Context: an optimization exercise on an open-source flow, tuned for small area and a short achievable clock period. The choices shown serve that exercise and are no tape-out recipe.
No run shown here included a check of the RTL's function; only the layout flow was run.

==> flow/design.v <==
package lms_pkg;
    localparam int unsigned NUM_TAPS   = 32;
    localparam int unsigned WEIGHT_W   = 24;
    localparam int unsigned MU_SHIFT   = 20;
    localparam int unsigned LEAK_SHIFT = 12;
    localparam int unsigned TAP_IDX_W  = $clog2(NUM_TAPS);
    typedef logic signed [WEIGHT_W-1:0] weight_t;
    typedef logic signed [15:0]         sample_t;
endpackage
module ref_sample_buffer #(
    parameter int unsigned DEPTH = lms_pkg::NUM_TAPS
) (
    input  logic                     clk_in,
    input  lms_pkg::sample_t         wr_data,
    input  logic                     wr_en,
    input  logic [$clog2(DEPTH)-1:0] rd_offset,
    output lms_pkg::sample_t         rd_data,
    output lms_pkg::sample_t         head
);
    lms_pkg::sample_t mem [0:DEPTH-1];
    always_ff @(posedge clk_in) begin
        if (wr_en) begin
            mem[0] <= wr_data;
            for (int unsigned i = 1; i < DEPTH; i++) begin
                mem[i] <= mem[i-1];
            end
        end
    end
    assign rd_data = mem[rd_offset];
    assign head    = mem[0];
endmodule
module lms_weight_updater #(
    parameter int unsigned NUM_TAPS   = lms_pkg::NUM_TAPS,
    parameter int unsigned WEIGHT_W   = lms_pkg::WEIGHT_W,
    parameter int unsigned MU_SHIFT   = lms_pkg::MU_SHIFT,
    parameter int unsigned LEAK_SHIFT = lms_pkg::LEAK_SHIFT
) (
    input  logic                        clk_in,
    input  logic                        rst_n_in,
    input  lms_pkg::sample_t            sample_in,
    input  logic                        sample_ready,
    input  lms_pkg::sample_t            error_in,
    input  logic                        error_ready,
    input  logic                        freeze_in,
    output logic signed [WEIGHT_W-1:0]  weight_out,
    output logic [$clog2(NUM_TAPS)-1:0] weight_idx_out,
    output logic                        weight_valid_out,
    output logic                        busy_out,
    output logic                        done_out,
    output logic                        overrun_out
);
    localparam int unsigned IDX_W = $clog2(NUM_TAPS);
    localparam int unsigned CNT_W = IDX_W + 1;
    localparam int unsigned QW    = 86;
    logic                       upd;         
    logic                       dn;          
    logic                       wz;          
    logic [CNT_W-1:0]           hist_n;      
    logic                       pend_valid;  
    logic                       samp_push;   
    lms_pkg::sample_t           samp_q;
    logic [7:0]                 e_one, e_two, e_neg;    
    logic signed [WEIGHT_W-1:0] ring [0:NUM_TAPS-1];
    logic                       start;
    logic                       last;
    logic                       buf_wr_en;
    lms_pkg::sample_t           buf_wr_data;
    logic                       hist_add;
    logic [IDX_W-1:0]           rd_base;
    logic [IDX_W-1:0]           rd_offset;
    logic                       pre_valid;
    logic                       hist_any;    
    lms_pkg::sample_t           x_idle;
    lms_pkg::sample_t           x_pre;
    lms_pkg::sample_t           x_pre_next;
    lms_pkg::sample_t           rd_data;
    lms_pkg::sample_t           head;
    lms_pkg::sample_t           x_next;
    logic [7:0]                 in_one, in_two, in_neg;   
    logic signed [WEIGHT_W-1:0] w_cur;
    logic signed [WEIGHT_W-1:0] new_weight;
    ref_sample_buffer #(
        .DEPTH (NUM_TAPS)
    ) u_ref_buf (
        .clk_in    (clk_in),
        .wr_data   (buf_wr_data),
        .wr_en     (buf_wr_en),
        .rd_offset (rd_offset),
        .rd_data   (rd_data),
        .head      (head)
    );
    assign start = !busy_out && error_ready && !freeze_in;
    assign last  = (weight_idx_out == IDX_W'(NUM_TAPS - 2));
    assign hist_add    = (!busy_out && sample_ready) || (dn && (sample_ready || pend_valid));
    assign buf_wr_en   = samp_push;
    assign buf_wr_data = samp_q;
    assign rd_base   = upd ? weight_idx_out + IDX_W'(3) : IDX_W'(1);
    assign rd_offset = rd_base - IDX_W'(samp_push);
    assign pre_valid = hist_n > CNT_W'(rd_base);
    always_comb begin
        x_idle = hist_any ? samp_q : '0;
        x_next = (!busy_out && sample_ready) ? sample_in : (upd ? x_pre : x_idle);
        x_pre_next = (!busy_out && sample_ready) ? x_idle : (pre_valid ? rd_data : '0);
    end
    always_comb begin
        for (int i = 0; i < 8; i++) begin
            logic bm, b0, b1;
            bm = (i == 0) ? 1'b0 : error_in[2*i-1];
            b0 = error_in[2*i];
            b1 = error_in[2*i+1];
            in_one[i] = b0 ^ bm;
            in_two[i] = (b1 & !b0 & !bm) | (!b1 & b0 & bm);
            in_neg[i] = b1;
        end
    end
    assign w_cur = wz ? '0 : ring[0];
    logic [QW-1:0] pp_bits;
    logic [QW-1:0] pipe_q;
    lms_tap_pp u_pp (
        .one (busy_out ? e_one : in_one),
        .two (busy_out ? e_two : in_two),
        .neg (busy_out ? e_neg : in_neg),
        .x   (x_next),
        .q   (pp_bits)
    );
    always_ff @(posedge clk_in) begin
        pipe_q <= pp_bits;
    end
    lms_tap_sum u_sum (
        .q     (pipe_q),
        .w     (w_cur),
        .new_w (new_weight)
    );
    assign weight_out = ring[NUM_TAPS-1];
    always_ff @(posedge clk_in) begin
        if (!busy_out) begin
            e_one <= in_one;
            e_two <= in_two;
            e_neg <= in_neg;
        end
        if (sample_ready) begin
            samp_q <= sample_in;
        end
        x_pre <= x_pre_next;
        weight_idx_out <= upd ? weight_idx_out + IDX_W'(1) : IDX_W'(NUM_TAPS - 1);
        if (upd) begin
            for (int unsigned i = 0; i < NUM_TAPS - 1; i++) begin
                ring[i] <= ring[i+1];
            end
            ring[NUM_TAPS-1] <= new_weight;
        end
    end
    always_ff @(posedge clk_in or negedge rst_n_in) begin
        if (!rst_n_in) begin
            upd              <= 1'b0;
            dn               <= 1'b0;
            busy_out         <= 1'b0;
            done_out         <= 1'b0;
            overrun_out      <= 1'b0;
            weight_valid_out <= 1'b0;
            pend_valid       <= 1'b0;
            samp_push        <= 1'b0;
            wz               <= 1'b1;
            hist_n           <= '0;
            hist_any         <= 1'b0;
        end else begin
            upd              <= start || (upd && !last);
            dn               <= upd && last;
            busy_out         <= start || upd;
            done_out         <= dn;
            weight_valid_out <= upd;
            overrun_out      <= (upd || dn) && (error_ready || (sample_ready && pend_valid));
            pend_valid       <= upd && (pend_valid || sample_ready);
            samp_push        <= (!busy_out && sample_ready) || (dn && (sample_ready || pend_valid));
            if (upd && last) begin
                wz <= 1'b0;
            end
            if (hist_add) begin
                hist_any <= 1'b1;
            end
            if (hist_add && !hist_n[CNT_W-1]) begin
                hist_n <= hist_n + CNT_W'(1);
            end
        end
    end
endmodule
module lms_tap_pp (
    input  logic [7:0]  one,
    input  logic [7:0]  two,
    input  logic [7:0]  neg,
    input  logic [15:0] x,
    output logic [85:0] q
);
    wire [16:0] xe = {x[15], x};
    wire [16:0] xs = {x, 1'b0};
    wire [16:0] one0 = {17{one[0]}};
    wire [16:0] two0 = {17{two[0]}};
    wire [16:0] ng0  = {17{neg[0]}};
    wire [16:0] pp0 = ((one0 & xe) | (two0 & xs)) ^ ng0;
    wire neg0 = neg[0];
    wire [16:0] one1 = {17{one[1]}};
    wire [16:0] two1 = {17{two[1]}};
    wire [16:0] ng1  = {17{neg[1]}};
    wire [16:0] pp1 = ((one1 & xe) | (two1 & xs)) ^ ng1;
    wire neg1 = neg[1];
    wire [16:0] one2 = {17{one[2]}};
    wire [16:0] two2 = {17{two[2]}};
    wire [16:0] ng2  = {17{neg[2]}};
    wire [16:0] pp2 = ((one2 & xe) | (two2 & xs)) ^ ng2;
    wire neg2 = neg[2];
    wire [16:0] one3 = {17{one[3]}};
    wire [16:0] two3 = {17{two[3]}};
    wire [16:0] ng3  = {17{neg[3]}};
    wire [16:0] pp3 = ((one3 & xe) | (two3 & xs)) ^ ng3;
    wire neg3 = neg[3];
    wire [16:0] one4 = {17{one[4]}};
    wire [16:0] two4 = {17{two[4]}};
    wire [16:0] ng4  = {17{neg[4]}};
    wire [16:0] pp4 = ((one4 & xe) | (two4 & xs)) ^ ng4;
    wire neg4 = neg[4];
    wire [16:0] one5 = {17{one[5]}};
    wire [16:0] two5 = {17{two[5]}};
    wire [16:0] ng5  = {17{neg[5]}};
    wire [16:0] pp5 = ((one5 & xe) | (two5 & xs)) ^ ng5;
    wire neg5 = neg[5];
    wire [16:0] one6 = {17{one[6]}};
    wire [16:0] two6 = {17{two[6]}};
    wire [16:0] ng6  = {17{neg[6]}};
    wire [16:0] pp6 = ((one6 & xe) | (two6 & xs)) ^ ng6;
    wire neg6 = neg[6];
    wire [16:0] one7 = {17{one[7]}};
    wire [16:0] two7 = {17{two[7]}};
    wire [16:0] ng7  = {17{neg[7]}};
    wire [16:0] pp7 = ((one7 & xe) | (two7 & xs)) ^ ng7;
    wire neg7 = neg[7];
    wire a0 = pp0[2] ^ pp1[0] ^ neg1;
    wire a1 = (pp0[2] & pp1[0]) | (pp0[2] & neg1) | (pp1[0] & neg1);
    wire a2 = pp0[4] ^ pp1[2] ^ pp2[0];
    wire a3 = (pp0[4] & pp1[2]) | (pp0[4] & pp2[0]) | (pp1[2] & pp2[0]);
    wire a4 = pp0[5] ^ pp1[3] ^ pp2[1];
    wire a5 = (pp0[5] & pp1[3]) | (pp0[5] & pp2[1]) | (pp1[3] & pp2[1]);
    wire a6 = pp0[6] ^ pp1[4] ^ pp2[2];
    wire a7 = (pp0[6] & pp1[4]) | (pp0[6] & pp2[2]) | (pp1[4] & pp2[2]);
    wire a8 = pp0[7] ^ pp1[5] ^ pp2[3];
    wire a9 = (pp0[7] & pp1[5]) | (pp0[7] & pp2[3]) | (pp1[5] & pp2[3]);
    wire a10 = pp0[8] ^ pp1[6] ^ pp2[4];
    wire a11 = (pp0[8] & pp1[6]) | (pp0[8] & pp2[4]) | (pp1[6] & pp2[4]);
    wire a12 = pp3[2] ^ pp4[0] ^ neg4;
    wire a13 = (pp3[2] & pp4[0]) | (pp3[2] & neg4) | (pp4[0] & neg4);
    wire a14 = pp0[9] ^ pp1[7] ^ pp2[5];
    wire a15 = (pp0[9] & pp1[7]) | (pp0[9] & pp2[5]) | (pp1[7] & pp2[5]);
    wire a16 = pp0[10] ^ pp1[8] ^ pp2[6];
    wire a17 = (pp0[10] & pp1[8]) | (pp0[10] & pp2[6]) | (pp1[8] & pp2[6]);
    wire a18 = pp3[4] ^ pp4[2] ^ pp5[0];
    wire a19 = (pp3[4] & pp4[2]) | (pp3[4] & pp5[0]) | (pp4[2] & pp5[0]);
    wire a20 = pp0[11] ^ pp1[9] ^ pp2[7];
    wire a21 = (pp0[11] & pp1[9]) | (pp0[11] & pp2[7]) | (pp1[9] & pp2[7]);
    wire a22 = pp3[5] ^ pp4[3] ^ pp5[1];
    wire a23 = (pp3[5] & pp4[3]) | (pp3[5] & pp5[1]) | (pp4[3] & pp5[1]);
    wire a24 = pp0[12] ^ pp1[10] ^ pp2[8];
    wire a25 = (pp0[12] & pp1[10]) | (pp0[12] & pp2[8]) | (pp1[10] & pp2[8]);
    wire a26 = pp3[6] ^ pp4[4] ^ pp5[2];
    wire a27 = (pp3[6] & pp4[4]) | (pp3[6] & pp5[2]) | (pp4[4] & pp5[2]);
    wire a28 = pp0[13] ^ pp1[11] ^ pp2[9];
    wire a29 = (pp0[13] & pp1[11]) | (pp0[13] & pp2[9]) | (pp1[11] & pp2[9]);
    wire a30 = pp3[7] ^ pp4[5] ^ pp5[3];
    wire a31 = (pp3[7] & pp4[5]) | (pp3[7] & pp5[3]) | (pp4[5] & pp5[3]);
    wire a32 = pp0[14] ^ pp1[12] ^ pp2[10];
    wire a33 = (pp0[14] & pp1[12]) | (pp0[14] & pp2[10]) | (pp1[12] & pp2[10]);
    wire a34 = pp3[8] ^ pp4[6] ^ pp5[4];
    wire a35 = (pp3[8] & pp4[6]) | (pp3[8] & pp5[4]) | (pp4[6] & pp5[4]);
    wire a36 = pp6[2] ^ pp7[0] ^ neg7;
    wire a37 = (pp6[2] & pp7[0]) | (pp6[2] & neg7) | (pp7[0] & neg7);
    wire a38 = pp0[15] ^ pp1[13] ^ pp2[11];
    wire a39 = (pp0[15] & pp1[13]) | (pp0[15] & pp2[11]) | (pp1[13] & pp2[11]);
    wire a40 = pp3[9] ^ pp4[7] ^ pp5[5];
    wire a41 = (pp3[9] & pp4[7]) | (pp3[9] & pp5[5]) | (pp4[7] & pp5[5]);
    wire a42 = ~pp0[16] ^ pp1[14] ^ pp2[12];
    wire a43 = (~pp0[16] & pp1[14]) | (~pp0[16] & pp2[12]) | (pp1[14] & pp2[12]);
    wire a44 = pp3[10] ^ pp4[8] ^ pp5[6];
    wire a45 = (pp3[10] & pp4[8]) | (pp3[10] & pp5[6]) | (pp4[8] & pp5[6]);
    wire a46 = pp6[4] ^ pp7[2] ^ 1'b1;
    wire a47 = (pp6[4] & pp7[2]) | (pp6[4] & 1'b1) | (pp7[2] & 1'b1);
    wire a48 = pp1[15] ^ pp2[13] ^ pp3[11];
    wire a49 = (pp1[15] & pp2[13]) | (pp1[15] & pp3[11]) | (pp2[13] & pp3[11]);
    wire a50 = pp4[9] ^ pp5[7] ^ pp6[5];
    wire a51 = (pp4[9] & pp5[7]) | (pp4[9] & pp6[5]) | (pp5[7] & pp6[5]);
    wire a52 = ~pp1[16] ^ pp2[14] ^ pp3[12];
    wire a53 = (~pp1[16] & pp2[14]) | (~pp1[16] & pp3[12]) | (pp2[14] & pp3[12]);
    wire a54 = pp4[10] ^ pp5[8] ^ pp6[6];
    wire a55 = (pp4[10] & pp5[8]) | (pp4[10] & pp6[6]) | (pp5[8] & pp6[6]);
    wire a56 = pp2[15] ^ pp3[13] ^ pp4[11];
    wire a57 = (pp2[15] & pp3[13]) | (pp2[15] & pp4[11]) | (pp3[13] & pp4[11]);
    wire a58 = pp5[9] ^ pp6[7] ^ pp7[5];
    wire a59 = (pp5[9] & pp6[7]) | (pp5[9] & pp7[5]) | (pp6[7] & pp7[5]);
    wire a60 = ~pp2[16] ^ pp3[14] ^ pp4[12];
    wire a61 = (~pp2[16] & pp3[14]) | (~pp2[16] & pp4[12]) | (pp3[14] & pp4[12]);
    wire a62 = pp5[10] ^ pp6[8] ^ pp7[6];
    wire a63 = (pp5[10] & pp6[8]) | (pp5[10] & pp7[6]) | (pp6[8] & pp7[6]);
    wire a64 = pp3[15] ^ pp4[13] ^ pp5[11];
    wire a65 = (pp3[15] & pp4[13]) | (pp3[15] & pp5[11]) | (pp4[13] & pp5[11]);
    wire a66 = pp6[9] ^ pp7[7] ^ 1'b1;
    wire a67 = (pp6[9] & pp7[7]) | (pp6[9] & 1'b1) | (pp7[7] & 1'b1);
    wire a68 = ~pp3[16] ^ pp4[14] ^ pp5[12];
    wire a69 = (~pp3[16] & pp4[14]) | (~pp3[16] & pp5[12]) | (pp4[14] & pp5[12]);
    wire a70 = pp4[15] ^ pp5[13] ^ pp6[11];
    wire a71 = (pp4[15] & pp5[13]) | (pp4[15] & pp6[11]) | (pp5[13] & pp6[11]);
    wire a72 = ~pp4[16] ^ pp5[14] ^ pp6[12];
    wire a73 = (~pp4[16] & pp5[14]) | (~pp4[16] & pp6[12]) | (pp5[14] & pp6[12]);
    wire a74 = pp5[15] ^ pp6[13] ^ pp7[11];
    wire a75 = (pp5[15] & pp6[13]) | (pp5[15] & pp7[11]) | (pp6[13] & pp7[11]);
    wire a76 = ~pp5[16] ^ pp6[14] ^ pp7[12];
    wire a77 = (~pp5[16] & pp6[14]) | (~pp5[16] & pp7[12]) | (pp6[14] & pp7[12]);
    wire a78 = pp6[15] ^ pp7[13] ^ 1'b1;
    wire a79 = (pp6[15] & pp7[13]) | (pp6[15] & 1'b1) | (pp7[13] & 1'b1);
    wire a80 = pp0[3] ^ pp1[1] ^ a1;
    wire a81 = (pp0[3] & pp1[1]) | (pp0[3] & a1) | (pp1[1] & a1);
    wire a82 = pp3[0] ^ neg3 ^ a5;
    wire a83 = (pp3[0] & neg3) | (pp3[0] & a5) | (neg3 & a5);
    wire a84 = pp3[1] ^ a7 ^ a8;
    wire a85 = (pp3[1] & a7) | (pp3[1] & a8) | (a7 & a8);
    wire a86 = a9 ^ a10 ^ a12;
    wire a87 = (a9 & a10) | (a9 & a12) | (a10 & a12);
    wire a88 = pp3[3] ^ pp4[1] ^ a11;
    wire a89 = (pp3[3] & pp4[1]) | (pp3[3] & a11) | (pp4[1] & a11);
    wire a90 = neg5 ^ a15 ^ a16;
    wire a91 = (neg5 & a15) | (neg5 & a16) | (a15 & a16);
    wire a92 = a17 ^ a19 ^ a20;
    wire a93 = (a17 & a19) | (a17 & a20) | (a19 & a20);
    wire a94 = pp6[0] ^ neg6 ^ a21;
    wire a95 = (pp6[0] & neg6) | (pp6[0] & a21) | (neg6 & a21);
    wire a96 = a23 ^ a24 ^ a26;
    wire a97 = (a23 & a24) | (a23 & a26) | (a24 & a26);
    wire a98 = pp6[1] ^ a25 ^ a27;
    wire a99 = (pp6[1] & a25) | (pp6[1] & a27) | (a25 & a27);
    wire a100 = a29 ^ a31 ^ a32;
    wire a101 = (a29 & a31) | (a29 & a32) | (a31 & a32);
    wire a102 = pp6[3] ^ pp7[1] ^ a33;
    wire a103 = (pp6[3] & pp7[1]) | (pp6[3] & a33) | (pp7[1] & a33);
    wire a104 = a35 ^ a37 ^ a38;
    wire a105 = (a35 & a37) | (a35 & a38) | (a37 & a38);
    wire a106 = a39 ^ a41 ^ a42;
    wire a107 = (a39 & a41) | (a39 & a42) | (a41 & a42);
    wire a108 = pp7[3] ^ 1'b1 ^ a43;
    wire a109 = (pp7[3] & 1'b1) | (pp7[3] & a43) | (1'b1 & a43);
    wire a110 = a45 ^ a47 ^ a48;
    wire a111 = (a45 & a47) | (a45 & a48) | (a47 & a48);
    wire a112 = pp7[4] ^ a49 ^ a51;
    wire a113 = (pp7[4] & a49) | (pp7[4] & a51) | (a49 & a51);
    wire a114 = 1'b1 ^ a53 ^ a55;
    wire a115 = (1'b1 & a53) | (1'b1 & a55) | (a53 & a55);
    wire a116 = a57 ^ a59 ^ a60;
    wire a117 = (a57 & a59) | (a57 & a60) | (a59 & a60);
    wire a118 = a61 ^ a63 ^ a64;
    wire a119 = (a61 & a63) | (a61 & a64) | (a63 & a64);
    wire a120 = pp6[10] ^ pp7[8] ^ a65;
    wire a121 = (pp6[10] & pp7[8]) | (pp6[10] & a65) | (pp7[8] & a65);
    wire a122 = pp7[9] ^ 1'b1 ^ a69;
    wire a123 = (pp7[9] & 1'b1) | (pp7[9] & a69) | (1'b1 & a69);
    wire a124 = pp7[10] ^ a71 ^ a72;
    wire a125 = (pp7[10] & a71) | (pp7[10] & a72) | (a71 & a72);
    wire a126 = 1'b1 ^ a73 ^ a74;
    wire a127 = (1'b1 & a73) | (1'b1 & a74) | (a73 & a74);
    wire a128 = ~pp6[16] ^ pp7[14] ^ a79;
    wire a129 = (~pp6[16] & pp7[14]) | (~pp6[16] & a79) | (pp7[14] & a79);
    assign q[0] = pp0[0];  
    assign q[1] = neg0;  
    assign q[2] = pp0[1];  
    assign q[3] = a0;  
    assign q[4] = a80;  
    assign q[5] = neg2;  
    assign q[6] = a2;  
    assign q[7] = a81;  
    assign q[8] = a3;  
    assign q[9] = a4;  
    assign q[10] = a6;  
    assign q[11] = a82;  
    assign q[12] = a83;  
    assign q[13] = a84;  
    assign q[14] = a85;  
    assign q[15] = a86;  
    assign q[16] = a13;  
    assign q[17] = a14;  
    assign q[18] = a87;  
    assign q[19] = a88;  
    assign q[20] = a18;  
    assign q[21] = a89;  
    assign q[22] = a90;  
    assign q[23] = a22;  
    assign q[24] = a91;  
    assign q[25] = a92;  
    assign q[26] = a93;  
    assign q[27] = a94;  
    assign q[28] = a96;  
    assign q[29] = a28;  
    assign q[30] = a30;  
    assign q[31] = a95;  
    assign q[32] = a97;  
    assign q[33] = a98;  
    assign q[34] = a34;  
    assign q[35] = a36;  
    assign q[36] = a99;  
    assign q[37] = a100;  
    assign q[38] = a40;  
    assign q[39] = a101;  
    assign q[40] = a102;  
    assign q[41] = a104;  
    assign q[42] = a44;  
    assign q[43] = a46;  
    assign q[44] = a103;  
    assign q[45] = a105;  
    assign q[46] = a106;  
    assign q[47] = a50;  
    assign q[48] = a107;  
    assign q[49] = a108;  
    assign q[50] = a110;  
    assign q[51] = a52;  
    assign q[52] = a54;  
    assign q[53] = a109;  
    assign q[54] = a111;  
    assign q[55] = a112;  
    assign q[56] = a56;  
    assign q[57] = a58;  
    assign q[58] = a113;  
    assign q[59] = a114;  
    assign q[60] = a62;  
    assign q[61] = a115;  
    assign q[62] = a116;  
    assign q[63] = a66;  
    assign q[64] = a117;  
    assign q[65] = a118;  
    assign q[66] = a67;  
    assign q[67] = a68;  
    assign q[68] = a119;  
    assign q[69] = a120;  
    assign q[70] = a70;  
    assign q[71] = a121;  
    assign q[72] = a122;  
    assign q[73] = a123;  
    assign q[74] = a124;  
    assign q[75] = a125;  
    assign q[76] = a126;  
    assign q[77] = a75;  
    assign q[78] = a76;  
    assign q[79] = a127;  
    assign q[80] = a77;  
    assign q[81] = a78;  
    assign q[82] = a128;  
    assign q[83] = pp7[15];  
    assign q[84] = a129;  
    assign q[85] = ~pp7[16];  
endmodule
module lms_tap_sum (
    input  logic [85:0] q,
    input  logic [23:0] w,
    output logic [23:0] new_w
);
    wire b0 = q[29] ^ q[30];
    wire b1 = q[29] & q[30];
    wire b2 = q[34] ^ q[35];
    wire b3 = q[34] & q[35];
    wire b4 = q[38] ^ q[39];
    wire b5 = q[38] & q[39];
    wire b6 = q[42] ^ q[43] ^ q[44];
    wire b7 = (q[42] & q[43]) | (q[42] & q[44]) | (q[43] & q[44]);
    wire b8 = q[47] ^ q[48];
    wire b9 = q[47] & q[48];
    wire b10 = q[51] ^ q[52] ^ q[53];
    wire b11 = (q[51] & q[52]) | (q[51] & q[53]) | (q[52] & q[53]);
    wire b12 = q[56] ^ q[57];
    wire b13 = q[56] & q[57];
    wire b14 = q[60] ^ q[61];
    wire b15 = q[60] & q[61];
    wire b16 = q[63] ^ q[64];
    wire b17 = q[63] & q[64];
    wire b18 = q[66] ^ q[67] ^ q[68];
    wire b19 = (q[66] & q[67]) | (q[66] & q[68]) | (q[67] & q[68]);
    wire b20 = q[70] ^ q[71];
    wire b21 = q[70] & q[71];
    wire b22 = q[16] ^ q[17];
    wire b23 = q[16] & q[17];
    wire b24 = q[20] ^ q[21];
    wire b25 = q[20] & q[21];
    wire b26 = q[23] ^ q[24];
    wire b27 = q[23] & q[24];
    wire b28 = q[26] ^ q[27];
    wire b29 = q[26] & q[27];
    wire b30 = q[31] ^ q[32] ^ q[33];
    wire b31 = (q[31] & q[32]) | (q[31] & q[33]) | (q[32] & q[33]);
    wire b32 = q[36] ^ q[37] ^ b1;
    wire b33 = (q[36] & q[37]) | (q[36] & b1) | (q[37] & b1);
    wire b34 = q[40] ^ q[41] ^ b3;
    wire b35 = (q[40] & q[41]) | (q[40] & b3) | (q[41] & b3);
    wire b36 = q[45] ^ q[46] ^ b5;
    wire b37 = (q[45] & q[46]) | (q[45] & b5) | (q[46] & b5);
    wire b38 = q[49] ^ q[50] ^ b8;
    wire b39 = (q[49] & q[50]) | (q[49] & b8) | (q[50] & b8);
    wire b40 = q[54] ^ q[55] ^ b9;
    wire b41 = (q[54] & q[55]) | (q[54] & b9) | (q[55] & b9);
    wire b42 = q[58] ^ q[59] ^ b12;
    wire b43 = (q[58] & q[59]) | (q[58] & b12) | (q[59] & b12);
    wire b44 = q[62] ^ w[0] ^ b13;
    wire b45 = (q[62] & w[0]) | (q[62] & b13) | (w[0] & b13);
    wire b46 = q[65] ^ w[1] ^ b15;
    wire b47 = (q[65] & w[1]) | (q[65] & b15) | (w[1] & b15);
    wire b48 = q[69] ^ w[2] ^ b17;
    wire b49 = (q[69] & w[2]) | (q[69] & b17) | (w[2] & b17);
    wire b50 = q[72] ^ w[3] ^ b20;
    wire b51 = (q[72] & w[3]) | (q[72] & b20) | (w[3] & b20);
    wire b52 = q[73] ^ q[74] ^ w[4];
    wire b53 = (q[73] & q[74]) | (q[73] & w[4]) | (q[74] & w[4]);
    wire b54 = q[75] ^ q[76];
    wire b55 = q[75] & q[76];
    wire b56 = q[77] ^ q[78] ^ q[79];
    wire b57 = (q[77] & q[78]) | (q[77] & q[79]) | (q[78] & q[79]);
    wire b58 = q[80] ^ q[81];
    wire b59 = q[80] & q[81];
    wire b60 = 1'b1 ^ q[83];
    wire b61 = 1'b1 & q[83];
    wire b62 = q[5] ^ q[6];
    wire b63 = q[5] & q[6];
    wire b64 = q[8] ^ q[9];
    wire b65 = q[8] & q[9];
    wire b66 = q[10] ^ q[11];
    wire b67 = q[10] & q[11];
    wire b68 = q[12] ^ q[13];
    wire b69 = q[12] & q[13];
    wire b70 = q[14] ^ q[15];
    wire b71 = q[14] & q[15];
    wire b72 = q[18] ^ q[19] ^ b22;
    wire b73 = (q[18] & q[19]) | (q[18] & b22) | (q[19] & b22);
    wire b74 = q[22] ^ b23 ^ b24;
    wire b75 = (q[22] & b23) | (q[22] & b24) | (b23 & b24);
    wire b76 = q[25] ^ b25 ^ b26;
    wire b77 = (q[25] & b25) | (q[25] & b26) | (b25 & b26);
    wire b78 = q[28] ^ b27 ^ b28;
    wire b79 = (q[28] & b27) | (q[28] & b28) | (b27 & b28);
    wire b80 = b29 ^ b0 ^ b30;
    wire b81 = (b29 & b0) | (b29 & b30) | (b0 & b30);
    wire b82 = b2 ^ b31 ^ b32;
    wire b83 = (b2 & b31) | (b2 & b32) | (b31 & b32);
    wire b84 = b4 ^ b33 ^ b34;
    wire b85 = (b4 & b33) | (b4 & b34) | (b33 & b34);
    wire b86 = b6 ^ b35 ^ b36;
    wire b87 = (b6 & b35) | (b6 & b36) | (b35 & b36);
    wire b88 = b7 ^ b37 ^ b38;
    wire b89 = (b7 & b37) | (b7 & b38) | (b37 & b38);
    wire b90 = b10 ^ b39 ^ b40;
    wire b91 = (b10 & b39) | (b10 & b40) | (b39 & b40);
    wire b92 = b11 ^ b41 ^ b42;
    wire b93 = (b11 & b41) | (b11 & b42) | (b41 & b42);
    wire b94 = b14 ^ b43 ^ b44;
    wire b95 = (b14 & b43) | (b14 & b44) | (b43 & b44);
    wire b96 = b16 ^ b45 ^ b46;
    wire b97 = (b16 & b45) | (b16 & b46) | (b45 & b46);
    wire b98 = b18 ^ b47 ^ b48;
    wire b99 = (b18 & b47) | (b18 & b48) | (b47 & b48);
    wire b100 = b19 ^ b49 ^ b50;
    wire b101 = (b19 & b49) | (b19 & b50) | (b49 & b50);
    wire b102 = b21 ^ b52 ^ b51;
    wire b103 = (b21 & b52) | (b21 & b51) | (b52 & b51);
    wire b104 = w[5] ^ b54 ^ b53;
    wire b105 = (w[5] & b54) | (w[5] & b53) | (b54 & b53);
    wire b106 = w[6] ^ b55 ^ b56;
    wire b107 = (w[6] & b55) | (w[6] & b56) | (b55 & b56);
    wire b108 = w[7] ^ b58 ^ b57;
    wire b109 = (w[7] & b58) | (w[7] & b57) | (b58 & b57);
    wire b110 = q[82] ^ w[8] ^ b59;
    wire b111 = (q[82] & w[8]) | (q[82] & b59) | (w[8] & b59);
    wire b112 = q[84] ^ w[9] ^ b60;
    wire b113 = (q[84] & w[9]) | (q[84] & b60) | (w[9] & b60);
    wire b114 = q[85] ^ w[10] ^ b61;
    wire b115 = (q[85] & w[10]) | (q[85] & b61) | (w[10] & b61);
    wire [32:0] ra, rb;
    assign ra[0] = q[0];
    assign rb[0] = q[1];
    assign ra[1] = q[2];
    assign rb[1] = 1'b0;
    assign ra[2] = q[3];
    assign rb[2] = 1'b0;
    assign ra[3] = q[4];
    assign rb[3] = 1'b0;
    assign ra[4] = q[7];
    assign rb[4] = b62;
    assign ra[5] = b63;
    assign rb[5] = b64;
    assign ra[6] = b65;
    assign rb[6] = b66;
    assign ra[7] = b67;
    assign rb[7] = b68;
    assign ra[8] = b69;
    assign rb[8] = b70;
    assign ra[9] = b71;
    assign rb[9] = b72;
    assign ra[10] = b73;
    assign rb[10] = b74;
    assign ra[11] = b75;
    assign rb[11] = b76;
    assign ra[12] = b77;
    assign rb[12] = b78;
    assign ra[13] = b79;
    assign rb[13] = b80;
    assign ra[14] = b81;
    assign rb[14] = b82;
    assign ra[15] = b83;
    assign rb[15] = b84;
    assign ra[16] = b85;
    assign rb[16] = b86;
    assign ra[17] = b87;
    assign rb[17] = b88;
    assign ra[18] = b89;
    assign rb[18] = b90;
    assign ra[19] = b91;
    assign rb[19] = b92;
    assign ra[20] = b93;
    assign rb[20] = b94;
    assign ra[21] = b95;
    assign rb[21] = b96;
    assign ra[22] = b97;
    assign rb[22] = b98;
    assign ra[23] = b99;
    assign rb[23] = b100;
    assign ra[24] = b101;
    assign rb[24] = b102;
    assign ra[25] = b104;
    assign rb[25] = b103;
    assign ra[26] = b105;
    assign rb[26] = b106;
    assign ra[27] = b107;
    assign rb[27] = b108;
    assign ra[28] = b110;
    assign rb[28] = b109;
    assign ra[29] = b111;
    assign rb[29] = b112;
    assign ra[30] = b113;
    assign rb[30] = b114;
    assign ra[31] = 1'b1;
    assign rb[31] = b115;
    assign ra[32] = 1'b1;
    assign rb[32] = 1'b0;
    wire [32:0] g0 = ra & rb;
    wire [32:0] p0 = ra ^ rb;
    wire b116 = g0[1] | (p0[1] & g0[0]);
    wire b117 = p0[1] & p0[0];
    wire b118 = g0[3] | (p0[3] & g0[2]);
    wire b119 = p0[3] & p0[2];
    wire b120 = g0[5] | (p0[5] & g0[4]);
    wire b121 = p0[5] & p0[4];
    wire b122 = g0[7] | (p0[7] & g0[6]);
    wire b123 = p0[7] & p0[6];
    wire b124 = g0[9] | (p0[9] & g0[8]);
    wire b125 = p0[9] & p0[8];
    wire b126 = g0[11] | (p0[11] & g0[10]);
    wire b127 = p0[11] & p0[10];
    wire b128 = g0[13] | (p0[13] & g0[12]);
    wire b129 = p0[13] & p0[12];
    wire b130 = g0[15] | (p0[15] & g0[14]);
    wire b131 = p0[15] & p0[14];
    wire b132 = g0[17] | (p0[17] & g0[16]);
    wire b133 = p0[17] & p0[16];
    wire b134 = g0[19] | (p0[19] & g0[18]);
    wire b135 = p0[19] & p0[18];
    wire b136 = g0[21] | (p0[21] & g0[20]);
    wire b137 = p0[21] & p0[20];
    wire b138 = g0[23] | (p0[23] & g0[22]);
    wire b139 = p0[23] & p0[22];
    wire b140 = g0[25] | (p0[25] & g0[24]);
    wire b141 = p0[25] & p0[24];
    wire b142 = g0[27] | (p0[27] & g0[26]);
    wire b143 = p0[27] & p0[26];
    wire b144 = g0[29] | (p0[29] & g0[28]);
    wire b145 = p0[29] & p0[28];
    wire b146 = g0[31] | (p0[31] & g0[30]);
    wire b147 = p0[31] & p0[30];
    wire b148 = g0[2] | (p0[2] & b116);
    wire b149 = p0[2] & b117;
    wire b150 = b118 | (b119 & b116);
    wire b151 = b119 & b117;
    wire b152 = g0[6] | (p0[6] & b120);
    wire b153 = p0[6] & b121;
    wire b154 = b122 | (b123 & b120);
    wire b155 = b123 & b121;
    wire b156 = g0[10] | (p0[10] & b124);
    wire b157 = p0[10] & b125;
    wire b158 = b126 | (b127 & b124);
    wire b159 = b127 & b125;
    wire b160 = g0[14] | (p0[14] & b128);
    wire b161 = p0[14] & b129;
    wire b162 = b130 | (b131 & b128);
    wire b163 = b131 & b129;
    wire b164 = g0[18] | (p0[18] & b132);
    wire b165 = p0[18] & b133;
    wire b166 = b134 | (b135 & b132);
    wire b167 = b135 & b133;
    wire b168 = g0[22] | (p0[22] & b136);
    wire b169 = p0[22] & b137;
    wire b170 = b138 | (b139 & b136);
    wire b171 = b139 & b137;
    wire b172 = g0[26] | (p0[26] & b140);
    wire b173 = p0[26] & b141;
    wire b174 = b142 | (b143 & b140);
    wire b175 = b143 & b141;
    wire b176 = g0[30] | (p0[30] & b144);
    wire b177 = p0[30] & b145;
    wire b178 = b146 | (b147 & b144);
    wire b179 = b147 & b145;
    wire b180 = g0[4] | (p0[4] & b150);
    wire b181 = p0[4] & b151;
    wire b182 = b120 | (b121 & b150);
    wire b183 = b121 & b151;
    wire b184 = b152 | (b153 & b150);
    wire b185 = b153 & b151;
    wire b186 = b154 | (b155 & b150);
    wire b187 = b155 & b151;
    wire b188 = g0[12] | (p0[12] & b158);
    wire b189 = p0[12] & b159;
    wire b190 = b128 | (b129 & b158);
    wire b191 = b129 & b159;
    wire b192 = b160 | (b161 & b158);
    wire b193 = b161 & b159;
    wire b194 = b162 | (b163 & b158);
    wire b195 = b163 & b159;
    wire b196 = g0[20] | (p0[20] & b166);
    wire b197 = p0[20] & b167;
    wire b198 = b136 | (b137 & b166);
    wire b199 = b137 & b167;
    wire b200 = b168 | (b169 & b166);
    wire b201 = b169 & b167;
    wire b202 = b170 | (b171 & b166);
    wire b203 = b171 & b167;
    wire b204 = g0[28] | (p0[28] & b174);
    wire b205 = p0[28] & b175;
    wire b206 = b144 | (b145 & b174);
    wire b207 = b145 & b175;
    wire b208 = b176 | (b177 & b174);
    wire b209 = b177 & b175;
    wire b210 = b178 | (b179 & b174);
    wire b211 = b179 & b175;
    wire b212 = g0[8] | (p0[8] & b186);
    wire b213 = p0[8] & b187;
    wire b214 = b124 | (b125 & b186);
    wire b215 = b125 & b187;
    wire b216 = b156 | (b157 & b186);
    wire b217 = b157 & b187;
    wire b218 = b158 | (b159 & b186);
    wire b219 = b159 & b187;
    wire b220 = b188 | (b189 & b186);
    wire b221 = b189 & b187;
    wire b222 = b190 | (b191 & b186);
    wire b223 = b191 & b187;
    wire b224 = b192 | (b193 & b186);
    wire b225 = b193 & b187;
    wire b226 = b194 | (b195 & b186);
    wire b227 = b195 & b187;
    wire b228 = g0[24] | (p0[24] & b202);
    wire b229 = p0[24] & b203;
    wire b230 = b140 | (b141 & b202);
    wire b231 = b141 & b203;
    wire b232 = b172 | (b173 & b202);
    wire b233 = b173 & b203;
    wire b234 = b174 | (b175 & b202);
    wire b235 = b175 & b203;
    wire b236 = b204 | (b205 & b202);
    wire b237 = b205 & b203;
    wire b238 = b206 | (b207 & b202);
    wire b239 = b207 & b203;
    wire b240 = b208 | (b209 & b202);
    wire b241 = b209 & b203;
    wire b242 = b210 | (b211 & b202);
    wire b243 = b211 & b203;
    wire b244 = g0[16] | (p0[16] & b226);
    wire b245 = p0[16] & b227;
    wire b246 = b132 | (b133 & b226);
    wire b247 = b133 & b227;
    wire b248 = b164 | (b165 & b226);
    wire b249 = b165 & b227;
    wire b250 = b166 | (b167 & b226);
    wire b251 = b167 & b227;
    wire b252 = b196 | (b197 & b226);
    wire b253 = b197 & b227;
    wire b254 = b198 | (b199 & b226);
    wire b255 = b199 & b227;
    wire b256 = b200 | (b201 & b226);
    wire b257 = b201 & b227;
    wire b258 = b202 | (b203 & b226);
    wire b259 = b203 & b227;
    wire b260 = b228 | (b229 & b226);
    wire b261 = b229 & b227;
    wire b262 = b230 | (b231 & b226);
    wire b263 = b231 & b227;
    wire b264 = b232 | (b233 & b226);
    wire b265 = b233 & b227;
    wire b266 = b234 | (b235 & b226);
    wire b267 = b235 & b227;
    wire b268 = b236 | (b237 & b226);
    wire b269 = b237 & b227;
    wire b270 = b238 | (b239 & b226);
    wire b271 = b239 & b227;
    wire b272 = b240 | (b241 & b226);
    wire b273 = b241 & b227;
    wire b274 = b242 | (b243 & b226);
    wire b275 = b243 & b227;
    wire b276 = g0[32] | (p0[32] & b274);
    wire b277 = p0[32] & b275;
    wire [32:20] t;
    assign t[20] = p0[20] ^ b250;
    assign t[21] = p0[21] ^ b252;
    assign t[22] = p0[22] ^ b254;
    assign t[23] = p0[23] ^ b256;
    assign t[24] = p0[24] ^ b258;
    assign t[25] = p0[25] ^ b260;
    assign t[26] = p0[26] ^ b262;
    assign t[27] = p0[27] ^ b264;
    assign t[28] = p0[28] ^ b266;
    assign t[29] = p0[29] ^ b268;
    assign t[30] = p0[30] ^ b270;
    assign t[31] = p0[31] ^ b272;
    assign t[32] = p0[32] ^ b274;
    wire [12:0] wh     = w[23:11];
    wire [12:0] wh_inc = wh + 13'd1;
    wire [12:0] wh_dec = wh - 13'd1;
    wire        wh_max = (wh == 13'h0fff);
    wire        wh_min = (wh == 13'h1000);
    wire        c_inc  = !t[32] && t[31];
    wire        c_dec  = t[32];
    wire        sat_hi = c_inc && wh_max;
    wire        sat_lo = c_dec && wh_min;
    wire [12:0] hi_inc = wh_max ? wh : wh_inc;
    wire [12:0] hi_dec = wh_min ? wh : wh_dec;
    assign new_w[23:11] = c_inc ? hi_inc : (c_dec ? hi_dec : wh);
    assign new_w[10:0]  = sat_hi ? 11'h7ff : (sat_lo ? 11'h000 : t[30:20]);
endmodule
==> flow/flow/run.sh <==
#!/bin/bash
# The standard layout, with timing repair aimed well below the clock period.
set -euo pipefail
export SETUP_SLACK_MARGIN=9.5
export BUFFER_PORTS_ARGS="-buffer_cell sky130_fd_sc_hd__buf_4"
bash standard.sh > flow.log 2>&1
==> flow/standard.sh <==
#!/bin/bash
# synth_recipe.tcl (not shown) runs the flow's synth.tcl, then flattens the netlist and writes it again
# the make line also repeats each setting of config.mk as NAME=value (left out here)
make -C /OpenROAD-flow-scripts/flow DESIGN_CONFIG=/design/flow/config.mk WORK_HOME=/design/flow/orfs CLKGATE_MAP_FILE= SYNTH_SCRIPT=/design/flow/synth_recipe.tcl "${@:-finish}"
==> flow/config.mk <==
export PLATFORM = sky130hd
export DESIGN_NAME = lms_weight_updater
export DESIGN_NICKNAME = lms_weight_updater
export VERILOG_FILES = /design/flow/design.v
export SDC_FILE = /design/flow/constraint.sdc
export NUM_CORES = 4
export LEC_CHECK = 0
export CAP_MARGIN = 20
export CORE_MARGIN = 2
export CORE_UTILIZATION = 55
export CTS_BUF_LIST = sky130_fd_sc_hd__clkbuf_16
export CTS_CLUSTER_DIAMETER = 120
export CTS_CLUSTER_SIZE = 24
export SLEW_MARGIN = 20
==> flow/constraint.sdc <==
create_clock -name core_clock -period 14.0 [get_ports {clk_in}]
set_input_delay 2.8000 -clock core_clock [delete_from_list [all_inputs] [get_ports {clk_in}]]
set_output_delay 2.8000 -clock core_clock [all_outputs]
set_load 0.01 [all_outputs]
==> results of run 1 <==
-- Yosys cell counts (18+ instances only) --
library cell and number:
sky130_fd_sc_hd__edfxtp_1 1296, sky130_fd_sc_hd__xnor2_1 156, sky130_fd_sc_hd__nand2_1 133, sky130_fd_sc_hd__dfxtp_1 129, sky130_fd_sc_hd__inv_1 125, sky130_fd_sc_hd__o22ai_1 124, sky130_fd_sc_hd__a21oi_1 104, sky130_fd_sc_hd__fa_1 91
sky130_fd_sc_hd__clkbuf_1 83, sky130_fd_sc_hd__nor2_1 78, sky130_fd_sc_hd__ha_1 66, sky130_fd_sc_hd__a22oi_1 64, sky130_fd_sc_hd__o21ai_0 57, sky130_fd_sc_hd__nand3_1 56, sky130_fd_sc_hd__mux2i_1 42, sky130_fd_sc_hd__nor3_1 37
sky130_fd_sc_hd__nand4_1 27, sky130_fd_sc_hd__buf_2 26, sky130_fd_sc_hd__nor2b_1 25, sky130_fd_sc_hd__o211ai_1 24, sky130_fd_sc_hd__o21ai_1 24, sky130_fd_sc_hd__a22o_1 23, sky130_fd_sc_hd__a32oi_1 19, sky130_fd_sc_hd__nand2b_1 18
sky130_fd_sc_hd__nor4_1 18
-- per-stage QoR --
stage / cell area, um2 / utilization
2_1_floorplan: 54600 / -
3_3_place_gp: 56700 / 0.578
3_5_place_dp: 56700 / 0.578
4_1_cts: 59600 / 0.607
5_1_grt: 60400 / 0.615
6_report: 60400 / 0.615
-- final timing paths --
path	end	slack [ps]	cells after the start
max	pipe_q[50]	9490	11
min	ring[0][3]	410	0
max reg2reg	x_pre[1]	9560	14
min reg2reg	ring[0][3]	410	0
max in group asynchronous	wz	11720	1
min in group asynchronous	done_out	2000	1
-- state kept, by name, indices dropped and copies added, names as in the netlist, 5 cells and up --
register / flops
e_neg: 6
e_one: 8
samp_q: 16
weight_idx_out: 5
u_ref_buf.mem: 512
e_two: 8
ring: 768
hist_n: 6
x_pre: 16
pipe_q: 86
-- layer usage --
layer  global-route usage  routed length, um  share of wire  vias up
met5                    0                 13        0.00010        -
met4               0.0717               3810          0.031        2
met3               0.0444               9360          0.075      225
met2                0.365              56500           0.46     1218
met1                0.359              54400           0.44    14700
li1                     -                  -              -    12500
-- critical path: stages --
cell and delay, ps:
sky130_fd_sc_hd__buf_16 130, sky130_fd_sc_hd__nand2b_4 140, sky130_fd_sc_hd__buf_12 140, sky130_fd_sc_hd__o211ai_1 120, sky130_fd_sc_hd__o21ai_2 160, sky130_fd_sc_hd__buf_6 200
sky130_fd_sc_hd__o22ai_2 80, sky130_fd_sc_hd__xnor2_1 150, sky130_fd_sc_hd__fa_1 580, sky130_fd_sc_hd__inv_1 70, sky130_fd_sc_hd__fa_1 470
-- cells by family (layout without fill, tap and decap cells) --
kind of cell / after synthesis / after routing / share of synthesized area
buffers and inverters: 264 / 469 / 0.0203
XOR/XNOR: 168 / 168 / 0.0279
adder cells (fa/ha/maj): 157 / 157 / 0.0487
flip-flops: 1441 / 1441 / 0.771
AND/OR/NAND/NOR: 480 / 482 / 0.0456
other: 0 / 3 / 0
multiplexers: 63 / 63 / 0.0129
AO/OA/AOI/OAI: 587 / 587 / 0.0741
-- final cells by class --
class	count	share of cell area
clock inverters	13	0.00153
diodes	3	0.000124
clock buffers	73	0.0303
flip-flops and latches	1441	0.694
repair buffers	249	0.0378
inverters	134	0.00850
well taps	1287	0.0267
multi-input cells	1457	0.201
-- repair_timing --
item                       CTS  global route
setup buffers               60            33
cloned                       2            10
pin swaps                    8            31
gates resized for setup     76            70
setup endpoints to repair  120            61
==> results.ini, run 1 <==
[worst_hold_path]
min-delay-path-class = register to register
worstHoldStart = ring[1][3]

[placed_design]
place.port_buffers = 69
dp_worst_setup_slack_ps = 7780
numPlacedInstances = 4462
gp_congestion = 0.889
place.detailed.hpwl_mm = 72.7

[sta]
max_slew.worst_pin.slew_ps = 1070
fin_hold_ws_ps = 412
clock_skew_ps = 25.1
post_route_clock_period_utilization = 0.322
setup_slack_ps = 9490
max_clock_freq_mhz = 222
maxSlewViolCount = 0
final-setup-viol-count = 0
finalSetupTns_ps = 0
period_minus_slack_ps = 4510
grt_setup_unrepaired = true
max-slew-margin-rel = 0.284
final_number_of_hold_violating_endpoints = 0

[layout]
layout.cells.non_filler = 4657
mostFrequentLayoutCell = sky130_fd_sc_hd__edfxtp_1
net_count_of_the_finished_layout = 3547
area_delta_synth_final_pct = 11.0
layout_fillers = 7211
multiInputGateArea_mm2 = 0.0121
most-common-layout-cells = 1296 x sky130_fd_sc_hd__edfxtp_1, 192 x sky130_fd_sc_hd__buf_4, 154 x sky130_fd_sc_hd__xnor2_1
regArea_mm2 = 0.0419
drive_gt1_frac = 0.150

[clock_network]
cts.clk_slew.worst_paths_ps = 100
clock_sink_count = 1441
cts_inserted_buffers = 70
clk_root_buffer_cell = sky130_fd_sc_hd__clkbuf_16
clock_tree_from_tritoncts = yes
clk-insertion-delay-late_ps = 670
clock_tree.htree_level_count = 3
cts.hold.buffers_added = 0
clockBufferDepth = 3

[status]
run_status = finished clean

[global_routing]
grt_antenna_before_repair = 2
grt_pass1_wl_mm = 182
via_count_of_the_first_global_routing_pass = 28100
track_usage = 0.240
grt_max_degree = 209
grt.overflow.total = 0

[floorplan]
floorplan.initialDensity = 0.554
die-width_um = 318
floorplan.rows = 115
ioPinCount = 70
dieArea_mm2 = 0.101
floorplan.core_area_mm2 = 0.0981
die_height_um = 318

[worst_setup_path]
path_max_fanout = 11
cp-start-kind = primary input
worst-endpoint-arrival_ps = 5050
timing.setup.critical_path_class = primary input to register
worst_r2r_startpoint = weight_idx_out[1]
cp-startpoint = sample_ready
crit_required_ps = 14540
worstSetupEndpointType = register

[yosys]
yosys.area.top_type = sky130_fd_sc_hd__edfxtp_1
synthesis.nets = 3354
asyncSetResetFlopFracSynth = 0.0111
synth-seq-cells = 1441
synth-main-ff-cell = sky130_fd_sc_hd__edfxtp_1
post_synth_num_cell_types = 97
yosysWarningCount = 4
netlist_top_cells_area = sky130_fd_sc_hd__edfxtp_1 72%, sky130_fd_sc_hd__dfxtp_1 4.7%, sky130_fd_sc_hd__fa_1 3.4%, sky130_fd_sc_hd__xnor2_1 2.5%, sky130_fd_sc_hd__ha_1 1.5%
synth.yosys.seq_area_share = 0.771
post_synth_instance_area_mm2 = 0.0544
post_synth_inst_count = 3160
post-synth-top-area-fraction = 0.716
synth-edff-count = 1296
synth_area_per_cell_um2 = 17.2

[drt]
drt-wirelength-per-cell_um = 26.6
detailedRoute.firstPassIterationCount = 5
postRouteAntennaNets = 0
remaining_drc_errors = 0
finalWirelength_mm = 124
first_iter_violations = 3330
avgViaCountPerCell = 6.14
routed-via-count = 28600

[flow_run]
maxCapViolations = 0

==> run 2, diff against run 1 <==
--- a/flow/design.v
+++ b/flow/design.v
@@ -59,7 +59,8 @@
     logic                       pend_valid;  
     logic                       samp_push;   
     lms_pkg::sample_t           samp_q;
-    logic [7:0]                 e_one, e_two, e_neg;    
+    lms_pkg::sample_t           err_q;       
+    lms_pkg::sample_t           e_cur;       
     logic signed [WEIGHT_W-1:0] ring [0:NUM_TAPS-1];
     logic                       start;
     logic                       last;
@@ -76,7 +77,7 @@
     lms_pkg::sample_t           rd_data;
     lms_pkg::sample_t           head;
     lms_pkg::sample_t           x_next;
-    logic [7:0]                 in_one, in_two, in_neg;   
+    logic [7:0]                 d_one, d_two, d_neg;   
     logic signed [WEIGHT_W-1:0] w_cur;
     logic signed [WEIGHT_W-1:0] new_weight;
     ref_sample_buffer #(
@@ -102,24 +103,25 @@
         x_next = (!busy_out && sample_ready) ? sample_in : (upd ? x_pre : x_idle);
         x_pre_next = (!busy_out && sample_ready) ? x_idle : (pre_valid ? rd_data : '0);
     end
+    assign e_cur = busy_out ? err_q : error_in;
     always_comb begin
         for (int i = 0; i < 8; i++) begin
             logic bm, b0, b1;
-            bm = (i == 0) ? 1'b0 : error_in[2*i-1];
-            b0 = error_in[2*i];
-            b1 = error_in[2*i+1];
-            in_one[i] = b0 ^ bm;
-            in_two[i] = (b1 & !b0 & !bm) | (!b1 & b0 & bm);
-            in_neg[i] = b1;
+            bm = (i == 0) ? 1'b0 : e_cur[2*i-1];
+            b0 = e_cur[2*i];
+            b1 = e_cur[2*i+1];
+            d_one[i] = b0 ^ bm;
+            d_two[i] = (b1 & !b0 & !bm) | (!b1 & b0 & bm);
+            d_neg[i] = b1;
         end
     end
     assign w_cur = wz ? '0 : ring[0];
     logic [QW-1:0] pp_bits;
     logic [QW-1:0] pipe_q;
     lms_tap_pp u_pp (
-        .one (busy_out ? e_one : in_one),
-        .two (busy_out ? e_two : in_two),
-        .neg (busy_out ? e_neg : in_neg),
+        .one (d_one),
+        .two (d_two),
+        .neg (d_neg),
         .x   (x_next),
         .q   (pp_bits)
     );
@@ -134,9 +136,7 @@
     assign weight_out = ring[NUM_TAPS-1];
     always_ff @(posedge clk_in) begin
         if (!busy_out) begin
-            e_one <= in_one;
-            e_two <= in_two;
-            e_neg <= in_neg;
+            err_q <= error_in;
         end
         if (sample_ready) begin
             samp_q <= sample_in;
--- a/flow/config.mk
+++ b/flow/config.mk
@@ -7,8 +7,7 @@
 export LEC_CHECK = 0
 export CAP_MARGIN = 20
 export CORE_MARGIN = 2
-export CORE_UTILIZATION = 55
-export CTS_BUF_LIST = sky130_fd_sc_hd__clkbuf_16
-export CTS_CLUSTER_DIAMETER = 120
+export CORE_UTILIZATION = 40
+export CTS_BUF_LIST = sky130_fd_sc_hd__clkbuf_8
 export CTS_CLUSTER_SIZE = 24
 export SLEW_MARGIN = 20
==> run 2 against run 1 <==
Still clean on timing, DRC and antenna; non-clock buffer count is 5 higher; wire length is 0.95% higher; register-to-register slack hardly changed; synthesized cell count stayed put; final cell count is 17% higher; via count is 2.7% higher; critical path depth is 1 lower; worst setup slack worse by 29 ps; global-route usage is 6.1 points lower; clock-buffer cell count is 154 higher; critical endpoint is now pipe_q[13]; largest cell class unchanged.
==> results.ini, run 2 <==
[floorplan]
ioPinCount = 70  ; unchanged
die_height_um = 372  ; was 318 um
floorplan.rows = 134  ; was 115
die-width_um = 372  ; was 318 um
dieArea_mm2 = 0.138  ; was 0.101 mm2
floorplan.core_area_mm2 = 0.134  ; was 0.0981 mm2
floorplan.initialDensity = 0.404  ; was 0.554

[placed_design]
gp_congestion = 0.857  ; was 0.889
place.port_buffers = 69  ; unchanged
place.detailed.hpwl_mm = 72.0  ; was 72.7 mm
numPlacedInstances = 4943  ; was 4462

[worst_hold_path]
timing.hold.worst_path_depth = 0  ; unchanged
worstHoldStart = ring[13][6]  ; was ring[1][3]
hold-path-endpoint = ring[12][6]  ; was ring[0][3]
min-delay-path-class = register to register  ; unchanged

[clock_network]
clk-insertion-delay-late_ps = 940  ; was 670 ps
cts.hold.buffers_added = 0  ; unchanged
clock_tree.htree_level_count = 4  ; was 3
cts_inserted_buffers = 222  ; was 70
cts.clk_slew.worst_paths_ps = 60  ; was 100 ps
clock_sink_count = 1433  ; was 1441
clockBufferDepth = 3  ; unchanged
clk_root_buffer_cell = sky130_fd_sc_hd__clkbuf_8  ; was sky130_fd_sc_hd__clkbuf_16
clock_tree_from_tritoncts = yes  ; unchanged

[yosys]
synth-seq-cells = 1433  ; was 1441
synth.yosys.seq_area_share = 0.772  ; was 0.771
post_synth_inst_count = 3160  ; unchanged
yosysWarningCount = 4  ; unchanged
synthesis.nets = 3354  ; unchanged
synth_area_per_cell_um2 = 17.1  ; was 17.2 um2
netlist_top_cells_area = sky130_fd_sc_hd__edfxtp_1 72%, sky130_fd_sc_hd__dfxtp_1 4.5%, sky130_fd_sc_hd__fa_1 3.4%, sky130_fd_sc_hd__xnor2_1 2.2%, sky130_fd_sc_hd__ha_1 1.5%  ; was sky130_fd_sc_hd__edfxtp_1 72%, sky130_fd_sc_hd__dfxtp_1 4.7%, sky130_fd_sc_hd__fa_1 3.4%, sky130_fd_sc_hd__xnor2_1 2.5%, sky130_fd_sc_hd__ha_1 1.5%
post_synth_num_cell_types = 94  ; was 97
synth_most_common_cell = sky130_fd_sc_hd__edfxtp_1  ; unchanged
asyncSetResetFlopFracSynth = 0.0112  ; was 0.0111
synth-main-ff-cell = sky130_fd_sc_hd__edfxtp_1  ; unchanged
yosys-top-cells-count = 1296 x sky130_fd_sc_hd__edfxtp_1, 142 x sky130_fd_sc_hd__nand2_1, 136 x sky130_fd_sc_hd__xnor2_1  ; was 1296 x sky130_fd_sc_hd__edfxtp_1, 156 x sky130_fd_sc_hd__xnor2_1, 133 x sky130_fd_sc_hd__nand2_1
synth-edff-count = 1296  ; unchanged
post_synth_instance_area_mm2 = 0.0541  ; was 0.0544 mm2
post-synth-top-area-fraction = 0.720  ; was 0.716
yosys.area.top_type = sky130_fd_sc_hd__edfxtp_1  ; unchanged

[layout]
multiInputGateArea_mm2 = 0.0120  ; was 0.0121 mm2
area_delta_synth_final_pct = 16.6  ; was 11.0%
most-common-layout-cells = 1296 x sky130_fd_sc_hd__edfxtp_1, 227 x sky130_fd_sc_hd__clkbuf_8, 197 x sky130_fd_sc_hd__buf_4  ; was 1296 x sky130_fd_sc_hd__edfxtp_1, 192 x sky130_fd_sc_hd__buf_4, 154 x sky130_fd_sc_hd__xnor2_1
layout_fillers = 11400  ; was 7211
regArea_mm2 = 0.0418  ; was 0.0419 mm2
mostFrequentLayoutCell = sky130_fd_sc_hd__edfxtp_1  ; unchanged
regMostFlops = ring  ; unchanged
reg_top3 = ring x768, u_ref_buf.mem x512, pipe_q x86  ; unchanged
net_count_of_the_finished_layout = 3706  ; was 3547
drive_gt1_frac = 0.185  ; was 0.150
layout.cells.non_filler = 5465  ; was 4657
largest_register_ff_count = 768  ; unchanged

[sta]
finalSetupTns_ps = 0  ; unchanged
grt_setup_unrepaired = true  ; unchanged
final_number_of_hold_violating_endpoints = 0  ; unchanged
post_route_clock_period_utilization = 0.324  ; was 0.322
max-slew-margin-rel = 0.249  ; was 0.284
final-setup-viol-count = 0  ; unchanged
period_minus_slack_ps = 4540  ; was 4510 ps
clock_skew_ps = 54.4  ; was 25.1 ps
maxSlewViolCount = 0  ; unchanged
max_slew.worst_pin.slew_ps = 1130  ; was 1070 ps
max_clock_freq_mhz = 220  ; was 222 MHz

[drt]
postRouteAntennaNets = 0  ; unchanged
detailedRoute.firstPassIterationCount = 8  ; was 5
remaining_drc_errors = 0  ; unchanged
avgViaCountPerCell = 5.37  ; was 6.14
first_iter_violations = 3352  ; was 3330
finalWirelength_mm = 125  ; was 124 mm
drt-wirelength-per-cell_um = 22.9  ; was 26.6 um
routed-via-count = 29400  ; was 28.6k

[worst_setup_path]
rrSetupSlack_ps = 9550  ; was 9560 ps
timing.setup.critical_path_class = primary input to register  ; unchanged
worstRegToRegCells = 12  ; was 14
worstSetupEndpointType = register  ; unchanged
worst_path_largest_cell_delay_ps = 480  ; was 580 ps
cp-startpoint = error_in[1]  ; was sample_ready
worst_path_max_delay_cell = sky130_fd_sc_hd__fa_1  ; unchanged
crit_path_cell_trace = buf_4 > mux2i_4 > buf_12 > clkinvlp_4 > nor3_4 > nor2_4 > o22ai_1 > xnor2_1 > fa_1 > fa_1  ; was buf_16 > nand2b_4 > buf_12 > o211ai_1 > o21ai_2 > buf_6 > o22ai_2 > xnor2_1 > fa_1 > inv_1 > fa_1
critical_path.most_common_cell = sky130_fd_sc_hd__fa_1  ; unchanged
r2r_end = x_pre[1]  ; unchanged
worst_r2r_startpoint = weight_idx_out[0]  ; was weight_idx_out[1]
crit_required_ps = 14780  ; was 14540 ps
cp-start-kind = primary input  ; unchanged
worst-endpoint-arrival_ps = 5320  ; was 5050 ps
path_max_fanout = 15  ; was 11

[global_routing]
track_usage = 0.179  ; was 0.240
grt_pass1_wl_mm = 184  ; was 182 mm
grt_max_degree = 213  ; was 209
grt.overflow.total = 0  ; unchanged
grt_antenna_before_repair = 10  ; was 2
via_count_of_the_first_global_routing_pass = 29000  ; was 28.1k

[flow_run]
maxCapViolations = 0  ; unchanged

[status]
run_status = finished clean  ; unchanged

run 2: kinds of logic after synthesis:
family	count (synthesis)	share of synthesized area
DFF	1433	0.772
and+or+nand+nor	499	0.0460
buffers and inverters	254	0.0190
adders and majority gates	157	0.0490
xor gates and xnor gates	148	0.0243
AOI/OAI and AO/OA	585	0.0735
muxes	84	0.0163
run 2: what timing repair did:
item,4_1_cts,5_1_grt
gates resized for setup,104,36
pin swaps,14,5
setup buffers,67,42
gates cloned,2,1
endpoints found under the setup margin,229,165
run 2: worst max-delay path by stage:
stage               endpoint  slack, ps
2_1_floorplan      x_pre[12]       4760
3_3_place_gp      pipe_q[37]       7710
3_5_place_dp      pipe_q[28]       7680
4_1_cts        weight_out[1]       9410
5_1_grt        weight_out[1]       9450
6_report          pipe_q[13]       9460
run 2: cell type report:
class	count	share of cell area
sequential	1433	0.662
multi-input combinational	1474	0.191
clock buffer	227	0.0495
timing repair buffer	254	0.0382
tap	1768	0.0351
clock inverter	178	0.0162
inverter	127	0.00788
antenna	4	0.000159
run 2: stage by stage:
step / area [um2] / util / worst slack (ps) / hold WS (ps)
after CTS: 62400 / 0.467 / 9410 / 381
after global placement: 57100 / 0.427 / 7710 / 401
after detailed placement: 57100 / 0.427 / 7680 / 405
after global routing: 63100 / 0.471 / 9450 / 396
final: 63100 / 0.471 / 9460 / 391
after floorplan: 54400 / - / 4760 / 374
run 2: routing by layer:
layer  vias up  global-route usage  share of wire
met5         -                   0        0.00038
met4         8              0.0748          0.032
met3       244              0.0471          0.091
met2      1291               0.260           0.44
met1     14900               0.255           0.43
li1      12900                   -              -
run 2: worst max-delay path: cells and delay by family:
| family | cells | cell delay, ps |
|---|---|---|
| XOR/XNOR | 1 | 180 |
| AO/OA/AOI/OAI | 1 | 250 |
| adder cells (fa/ha/maj) | 2 | 950 |
| multiplexers | 1 | 240 |
| AND/OR/NAND/NOR | 2 | 390 |
| buffers and inverters | 3 | 480 |

==> port drivers added, routing unchanged <==
How much do the figures lean on ideal ports? The routed layouts below were timed once more, with nothing changed but the port constraints.
Step 1, drivers: a clkbuf_16 drives clk_in and a buf_2 each remaining input, both assumed.
Step 2 adds t to the input delays and takes it off the output delays; t is the mean of the earliest and latest rising clock arrival at the registers after step 1. Input paths then give back, and output paths get back, about the clock's delay inside the block.
a / b / c = no drivers / after step 1 / after step 2; a / b = the first two.
run | t (ns) | setup slack, ns | latest minus earliest clock arrival (ns) | slew at the worst register clock pin (ns) | pins driven straight from the clock port
run 1 | 0.722 | 9.489 / 9.407 / 8.685 | 0.035 / 0.035 | 0.10 / 0.10 | 1
run 2 | 0.988 | 9.460 / 9.474 / 8.503 | 0.075 / 0.075 | 0.07 / 0.07 | 1
After both steps every run listed still meets setup and hold. The setup slack of run 2, which loses most, moves by +0.014 ns with the drivers and by -0.957 ns with both steps.
